Background: an optimization exercise with open tools, aiming at small area. Do not read the settings as production practice.
The RTL was checked by simulation tests, not by an equivalence proof against the original design.
Power figures rest on the tool's default switching activity, not on a simulated workload.

==> job 5089: inputs <==
==> flow/design.v <==
package register_file_pkg;
  localparam int unsigned DATA_W   = 32;
  localparam int unsigned ADDR_W   = 5;
  localparam int unsigned NUM_REGS = 2 ** ADDR_W;
  localparam int unsigned ZERO_REG = 0;
  typedef logic [ADDR_W-1:0] reg_addr_t;
  typedef logic [DATA_W-1:0] reg_data_t;
endpackage
module register_file_write_decoder #(
  parameter int unsigned ADDR_W   = register_file_pkg::ADDR_W,
  parameter int unsigned NUM_REGS = register_file_pkg::NUM_REGS
) (
  input  logic [ADDR_W-1:0]   writeRegister,
  input  logic                regWrite,
  output logic [NUM_REGS-1:0] writeEn
);
  always_comb begin
    writeEn = '0;
    for (int i = 0; i < int'(NUM_REGS); i++) begin
      writeEn[i] = regWrite && (writeRegister == ADDR_W'(i));
    end
    writeEn[register_file_pkg::ZERO_REG] = 1'b0;
  end
endmodule
module register_file #(
  parameter int unsigned DATA_W   = register_file_pkg::DATA_W,
  parameter int unsigned ADDR_W   = register_file_pkg::ADDR_W,
  parameter int unsigned NUM_REGS = register_file_pkg::NUM_REGS
) (
  input  logic              Clk,
  input  logic              Rst_n,
  input  logic [ADDR_W-1:0] ReadRegister1,
  input  logic [ADDR_W-1:0] ReadRegister2,
  input  logic [ADDR_W-1:0] WriteRegister,
  input  logic [DATA_W-1:0] WriteData,
  input  logic              RegWrite,
  output logic [DATA_W-1:0] ReadData1,
  output logic [DATA_W-1:0] ReadData2
);
  logic [NUM_REGS-1:0] writeEn;
  logic [NUM_REGS-1:0] valid;
  logic [DATA_W-1:0]   regs [NUM_REGS];
  register_file_write_decoder #(
    .ADDR_W  (ADDR_W),
    .NUM_REGS(NUM_REGS)
  ) u_write_decoder (
    .writeRegister(WriteRegister),
    .regWrite     (RegWrite),
    .writeEn      (writeEn)
  );
  assign valid[register_file_pkg::ZERO_REG] = 1'b0;
  assign regs[register_file_pkg::ZERO_REG]  = '0;
  for (genvar g = 1; g < int'(NUM_REGS); g++) begin : g_regs
    always_ff @(posedge Clk or negedge Rst_n) begin
      if (!Rst_n) begin
        valid[g] <= 1'b0;
      end else if (writeEn[g]) begin
        valid[g] <= 1'b1;
      end
    end
    always_ff @(posedge Clk) begin
      if (writeEn[g]) begin
        regs[g] <= WriteData;
      end
    end
  end
  logic [NUM_REGS-1:0] sel1, sel2;
  always_comb begin
    for (int i = 0; i < int'(NUM_REGS); i++) begin
      sel1[i] = valid[i] && (ReadRegister1 == ADDR_W'(i));
      sel2[i] = valid[i] && (ReadRegister2 == ADDR_W'(i));
    end
  end
  for (genvar b = 0; b < int'(DATA_W); b++) begin : g_bits
    logic [NUM_REGS-1:0] col;
    for (genvar i = 0; i < int'(NUM_REGS); i++) begin : g_col
      assign col[i] = regs[i][b];
    end
    register_file_read_bit #(.NUM_REGS(NUM_REGS)) u_rd1 (.sel(sel1), .data(col), .q(ReadData1[b]));
    register_file_read_bit #(.NUM_REGS(NUM_REGS)) u_rd2 (.sel(sel2), .data(col), .q(ReadData2[b]));
  end
endmodule
module register_file_read_bit #(
  parameter int unsigned NUM_REGS = register_file_pkg::NUM_REGS
) (
  input  logic [NUM_REGS-1:0] sel,
  input  logic [NUM_REGS-1:0] data,
  output logic                q
);
  localparam int unsigned NT = NUM_REGS - 1;   
  localparam int unsigned NG = NT / 3;         
  logic [NG-1:0] grp_n;
  logic          rest;
  for (genvar k = 0; k < int'(NG); k++) begin : g_grp
    register_file_aoi222 u_aoi (
      .a0(sel[3*k+1]), .b0(data[3*k+1]),
      .a1(sel[3*k+2]), .b1(data[3*k+2]),
      .a2(sel[3*k+3]), .b2(data[3*k+3]),
      .y (grp_n[k])
    );
  end
  always_comb begin
    rest = 1'b0;
    for (int i = 3 * NG + 1; i < int'(NUM_REGS); i++) rest = rest | (sel[i] & data[i]);
  end
  assign q = ~&grp_n | rest;
endmodule
module register_file_aoi222 (
  input  logic a0, b0, a1, b1, a2, b2,
  output logic y
);
  assign y = ~((a0 & b0) | (a1 & b1) | (a2 & b2));
endmodule
==> flow/flow/run.sh <==
#!/bin/bash
# The standard layout (standard.sh), with buf_1 port buffers and no CTS dummy loads.
export BUFFER_PORTS_ARGS="-buffer_cell sky130_fd_sc_hd__buf_1"
export CTS_ARGS="-sink_clustering_enable -repair_clock_nets -sink_clustering_size 16 -sink_clustering_max_diameter 60 -buf_list {sky130_fd_sc_hd__clkbuf_8} -dont_use_dummy_load"
bash standard.sh > standard_flow.log 2>&1
==> flow/standard.sh <==
#!/bin/bash
# synth_recipe.tcl (not shown) runs the flow's synth.tcl, then flattens the netlist and writes it again
# the make line also repeats each setting of config.mk as NAME=value (left out here)
make -C /OpenROAD-flow-scripts/flow DESIGN_CONFIG=/design/flow/config.mk WORK_HOME=/design/flow/orfs CLKGATE_MAP_FILE= SYNTH_SCRIPT=/design/flow/synth_recipe.tcl "${@:-finish}"
==> flow/config.mk <==
export PLATFORM = sky130hd
export DESIGN_NAME = register_file
export DESIGN_NICKNAME = register_file
export VERILOG_FILES = /design/flow/design.v
export SDC_FILE = /design/flow/constraint.sdc
export NUM_CORES = 4
export LEC_CHECK = 0
export CAP_MARGIN = 20
export CORE_MARGIN = 2
export CORE_UTILIZATION = 60
export CTS_BUF_LIST = sky130_fd_sc_hd__clkbuf_8
export CTS_CLUSTER_DIAMETER = 60
export CTS_CLUSTER_SIZE = 16
export PLACE_DENSITY = 0.7
export SETUP_SLACK_MARGIN = 0.05
export SLEW_MARGIN = 20
export SYNTH_HIERARCHICAL = 1
==> flow/constraint.sdc <==
create_clock -name core_clock -period 6.5 [get_ports {Clk}]
set_input_delay 1.3000 -clock core_clock [delete_from_list [all_inputs] [get_ports {Clk}]]
set_output_delay 1.3000 -clock core_clock [all_outputs]
set_load 0.01 [all_outputs]
==> inputs of job 5910, as changes to job 5089 <==
==> flow/run.sh (new file) <==
#!/bin/bash
# synth_recipe.tcl (not shown) runs the flow's synth.tcl, then flattens the netlist and writes it again
# the make line also repeats each setting of config.mk as NAME=value (left out here)
make -C /OpenROAD-flow-scripts/flow DESIGN_CONFIG=/design/flow/config.mk WORK_HOME=/design/flow/orfs CLKGATE_MAP_FILE= SYNTH_SCRIPT=/design/flow/synth_recipe.tcl finish
Settings changed: CORE_UTILIZATION 60 to 45, CTS_BUF_LIST sky130_fd_sc_hd__clkbuf_8 to default, CTS_CLUSTER_DIAMETER 60 to default, CTS_CLUSTER_SIZE 16 to default, PLACE_DENSITY 0.7 to 0.6, SETUP_SLACK_MARGIN 0.05 to 0.2.
removed: flow/flow/run.sh
removed: flow/standard.sh
==> inputs of job 4213, as changes to job 5089 <==
==> flow/design.v (replaced) <==
package register_file_pkg;
  localparam int unsigned DATA_W   = 32;
  localparam int unsigned ADDR_W   = 5;
  localparam int unsigned NUM_REGS = 2 ** ADDR_W;
  localparam int unsigned ZERO_REG = 0;
  typedef logic [ADDR_W-1:0] reg_addr_t;
  typedef logic [DATA_W-1:0] reg_data_t;
endpackage
module register_file_write_decoder #(
  parameter int unsigned ADDR_W   = register_file_pkg::ADDR_W,
  parameter int unsigned NUM_REGS = register_file_pkg::NUM_REGS
) (
  input  logic [ADDR_W-1:0]   writeRegister,
  input  logic                regWrite,
  output logic [NUM_REGS-1:0] writeEn
);
  always_comb begin
    writeEn = '0;
    for (int i = 0; i < int'(NUM_REGS); i++) begin
      writeEn[i] = regWrite && (writeRegister == ADDR_W'(i));
    end
    writeEn[register_file_pkg::ZERO_REG] = 1'b0;
  end
endmodule
module register_file #(
  parameter int unsigned DATA_W   = register_file_pkg::DATA_W,
  parameter int unsigned ADDR_W   = register_file_pkg::ADDR_W,
  parameter int unsigned NUM_REGS = register_file_pkg::NUM_REGS
) (
  input  logic              Clk,
  input  logic              Rst_n,
  input  logic [ADDR_W-1:0] ReadRegister1,
  input  logic [ADDR_W-1:0] ReadRegister2,
  input  logic [ADDR_W-1:0] WriteRegister,
  input  logic [DATA_W-1:0] WriteData,
  input  logic              RegWrite,
  output logic [DATA_W-1:0] ReadData1,
  output logic [DATA_W-1:0] ReadData2
);
  logic [NUM_REGS-1:0] writeEn;
  logic [DATA_W-1:0]   regs [NUM_REGS];
  register_file_write_decoder #(
    .ADDR_W  (ADDR_W),
    .NUM_REGS(NUM_REGS)
  ) u_write_decoder (
    .writeRegister(WriteRegister),
    .regWrite     (RegWrite),
    .writeEn      (writeEn)
  );
  for (genvar g = 0; g < int'(NUM_REGS); g++) begin : g_regs
    always_ff @(posedge Clk or negedge Rst_n) begin
      if (!Rst_n) begin
        regs[g] <= '0;
      end else if (writeEn[g]) begin
        regs[g] <= WriteData;
      end
    end
  end
  always_comb begin
    ReadData1 = '0;
    ReadData2 = '0;
    if (ReadRegister1 != ADDR_W'(register_file_pkg::ZERO_REG)) ReadData1 = regs[ReadRegister1];
    if (ReadRegister2 != ADDR_W'(register_file_pkg::ZERO_REG)) ReadData2 = regs[ReadRegister2];
  end
endmodule
==> flow/run.sh (new file) <==
#!/bin/bash
# synth_recipe.tcl (not shown) runs the flow's synth.tcl, then flattens the netlist and writes it again
# the make line also repeats each setting of config.mk as NAME=value (left out here)
make -C /OpenROAD-flow-scripts/flow DESIGN_CONFIG=/design/flow/config.mk WORK_HOME=/design/flow/orfs CLKGATE_MAP_FILE= SYNTH_SCRIPT=/design/flow/synth_recipe.tcl finish
Settings changed: CORE_UTILIZATION 60 to 45, CTS_BUF_LIST sky130_fd_sc_hd__clkbuf_8 to default, CTS_CLUSTER_DIAMETER 60 to default, CTS_CLUSTER_SIZE 16 to default, PLACE_DENSITY 0.7 to 0.6, SETUP_SLACK_MARGIN 0.05 to 0.2, SYNTH_HIERARCHICAL 1 to default.
removed: flow/flow/run.sh
removed: flow/standard.sh
==> comparison <==
Job 4213 completed without violations. Job 5910 passed the timing, DRC and antenna checks. Job 5089 finished clean.
Clock-buffer cell count, highest first: job 4213, job 5910, job 5089.
Total power: job 4213 is higher than job 5910 (34%).
First-iteration DRC count: job 4213 > job 5910 > job 5089.
Global-route usage: job 5910 < job 5089 < job 4213.
The highest final area belongs to job 4213, the lowest to job 5089.
In job 5089 the synthesized area is smaller than in job 4213, by about 23%.

## afterwards: timing with drivers on the ports
Ports are ideal in the flow. The routed layouts listed here were re-timed in OpenROAD. Step 1 sets driving cells, clkbuf_16 on the clock port and buf_2 on the other inputs (assumed; they add their load-dependent delay and slew). Step 2 adds t to the input delays and takes it off the output delays; t is the mean of the earliest and latest rising clock arrival at the registers after step 1. Input paths then give back, and output paths get back, about the clock's delay inside the block. a / b / c = no drivers / after step 1 / after step 2; a / b = the first two.
| run | t (ns) | setup WS [ns] | hold slack, ns | cell pins on the clock port's net |
|---|---|---|---|---|
| job 5089 | 0.750 | 1.120 / 1.093 / 1.093 | 0.488 / 0.488 / 0.488 | 1 |
| job 5910 | 0.730 | 0.314 / 0.282 / 0.282 | 0.486 / 0.486 / 0.486 | 1 |
| job 4213 | 0.807 | 0.094 / 0.070 / 0.070 | 0.528 / 0.528 / 0.528 | 1 |
After both steps every run listed still meets setup and hold. For job 5910, which loses most, drivers alone change the setup slack by -0.032 ns; drivers and shift together by -0.032 ns.
